What follows belongs to an exercise in optimizing a design on an open flow for small area, a short achievable clock period and few clock cycles per item; a production flow would make more cautious choices. In this exercise RTL edits were held to simulation tests only and were not proved equivalent to the original. No activity file was given, so power comes from the tool's default toggle rates.

== main ==
==> flow/design.v (excerpt) <==
module sdram_cache (
    input  wire                               ui_clk,
    input  wire                               arst_n,
    input  wire                               calib_done,
    input  wire [28-1:0] sd_addr,
    input  wire                               sd_cs,
    input  wire                               sd_l,
    input  wire                               sd_u,
    input  wire                               sd_we,
    input  wire [15:0]      sd_wr,
    input  wire                               sd_big_r,
    output wire  [15:0]                       sd_rd,     
    output wire  [47:0]                       sd_rd48,   
    output wire                               sd_ready,
    output wire  [28-1:0]  app_addr,
    output wire  [2:0]   app_cmd,
    output wire                               app_en,
    output wire  [16*8-1:0] app_wdf_data,
    output wire                               app_wdf_wren,
    input  wire                               app_rdy,
    input  wire                               app_wdf_rdy,
    input  wire [16*8-1:0] app_rd_data,
    input  wire                               app_rd_data_valid
);
Size in the first run: about 410 I/O pins.
export LEC_CHECK = 0
export CAP_MARGIN = 20
export CORE_MARGIN = 2
export CORE_UTILIZATION = 40
export PLACE_DENSITY = 0.55
export SETUP_SLACK_MARGIN = 4
export SLEW_MARGIN = 20
create_clock -name core_clock -period 10.0 [get_ports {ui_clk}]
run.sh (not shown) runs the stock make flow with config.mk's settings and CLKGATE_MAP_FILE= SYNTH_SCRIPT=/design/flow/synth_recipe.tcl, a recipe that flattens the netlist after the stock synthesis.
Testbench counts of main, summed over its fixed seeds: cycles 33,412, requests 16,000.
## Diff of input files: the feature branch against main
--- a/flow/design.v
+++ b/flow/design.v
@@ -61,30 +61,33 @@
     wire wr_inA = |wA;
     wire wr_inB = |wB;
     assign cpu_wr = pend_wr && (wr_inA || wr_inB);
     wire          accept = rdy_q && sd_cs;
     wire          rdbig  = sd_big_r & ~sd_we;
     wire [3:0]    off    = sd_addr[3:0];
     wire [TW-1:0] cA     = rdy_q ? sd_addr[27:4] : r_tag;   
-    wire [TW-1:0] cB     = cA + 1'b1;
+    wire [TW-1:0] cB     = cA + 1'b1;    
     wire          needA  = busy ? r_needA :
                            (sd_l | (sd_u & (off != 4'd15)) | (rdbig & (off <= 4'd13)));
     wire          needB  = busy ? r_needB :
                            ((sd_u & (off == 4'd15)) | (rdbig & (off >= 4'd9)));
     wire          look   = accept || busy;
     wire          fill_v   = app_rd_data_valid && (qn != 2'd0);
     wire [NE-1:0] fill_e   = fill_v ? q0 : '0;
     wire          fill_ok  = !(wren_q && ((q0 & selA) != '0)) && !cpu_wr;
     wire [NE-1:0] fill_now = fill_ok ? fill_e : '0;
     wire [NE-1:0] have     = valid | fill_now;
     logic [NE-1:0] mA, mB;
     always_comb begin
         for (int e = 0; e < NE; e++) begin
-            mA[e] = (tag[e] == cA);
-            mB[e] = (tag[e] == cB);
+            logic [TW-1:0] d;
+            d     = tag[e] ^ cA;
+            mA[e] = (d == '0);
+            mB[e] = d[0];
+            for (int j = 0; j < TW-1; j++) mB[e] = mB[e] & (d[j+1] == (cA[j] & d[j]));
         end
     end
     wire [NE-1:0] hA = mA & have;
     wire [NE-1:0] hB = mB & have;
     wire          okA    = !needA || (|hA);
     wire          okB    = !needB || (|hB);
     wire          lostA  = needA && !(|hA) && !(|(mA & pend & ~fill_now));
@@ -111,15 +114,15 @@
     wire [NE-1:0] pvict    = first1(cclean);
     wire          port_free = !en_q && !wren_q && (qn != 2'd2);
     wire          d_issue   = look && (lostA || lostB) && port_free && (dvict != '0);
     wire          p_issue   = done && pfhit && !nextin && port_free &&
                               (pvict != '0) && !(|(pvict & (hA | hB)));
     wire          issue     = d_issue || p_issue;
     wire [NE-1:0] ivict     = d_issue ? dvict : pvict;
-    wire [TW-1:0] itag      = (d_issue && lostA) ? cA : cB;
+    wire [TW-1:0] itag      = lostA ? cA : cB;    
     wire [NE-1:0] touch_all = touch | (issue ? ivict : '0);
     wire          ref_full  = &(ref_b | pend | touch);
     always_ff @(posedge ui_clk or negedge arst_n) begin
         if (!arst_n) begin
             rdy_q   <= 1'b0;
             busy    <= 1'b0;
             pend_wr <= 1'b0;
Notes after the runs:
The flow did not stop early for main: all stages ran, and the layout cleared the timing, design-rule and antenna checks. The feature branch was carried through to the last stage, and its layout satisfied the timing, design-rule and antenna checks. Worst hold slack delta (main -> the feature branch): insignificant. Summary of the feature branch over main: number of cells upsized or downsized after cts went down by about 7.5%; number of buffers added for setup after CTS went down by 82; number of unique standard cell types used by synthesis went down by 29%. As of the feature branch, total wire length after detailed routing had fallen by a little under 10% compared to main. Between main and the feature branch, the difference in multiplexer share of the synthesized area is negligible. On design area: between main and the feature branch, it ends up lower for the feature branch. Changes observed in the feature branch relative to main: number of inverters outside the clock class in the layout increased 370%; post-layout worst setup margin decreased 22 ps; delay of the slowest cell on the worst path increased 40 ps. Comparing main and the feature branch, the higher final period demand of the worst path is on the feature branch. [the feature branch vs main] area of the placeable core: lower in the feature branch. Relative to main, number of antenna violations at the first check in global routing increased by 15 in the feature branch. Looking at combinational group share of total power, the feature branch sits 1.8 points below main.
Testbench counts of the feature branch, summed over its fixed seeds: cycles 33,412, requests 16,000.

afterwards: timing with drivers on the ports:
The results above use ideal ports. As a check the final layouts listed here were re-extracted and re-timed, cells and wires unchanged. Step 1 assumes that a clkbuf_16 drives the clock port and a buf_2 every other input. Step 2 times the ports against the registers' clock, not the clock port: input delays grow and output delays shrink by t, the midpoint of the rising clock arrivals with the driver on. Three values: ideal ports, drivers, drivers and shift; two values: the first two.
run | t, ns | setup WS [ns] | worst slew at a driven data input, ns
main | 0.883 | 3.829 / 3.743 / 3.065 | 0.07
the feature branch | 0.904 | 3.806 / 3.721 / 3.105 | 0.24
After both steps every run listed still meets setup and hold. For main, which loses most, drivers alone change the setup slack by -0.086 ns; drivers and shift together by -0.764 ns.
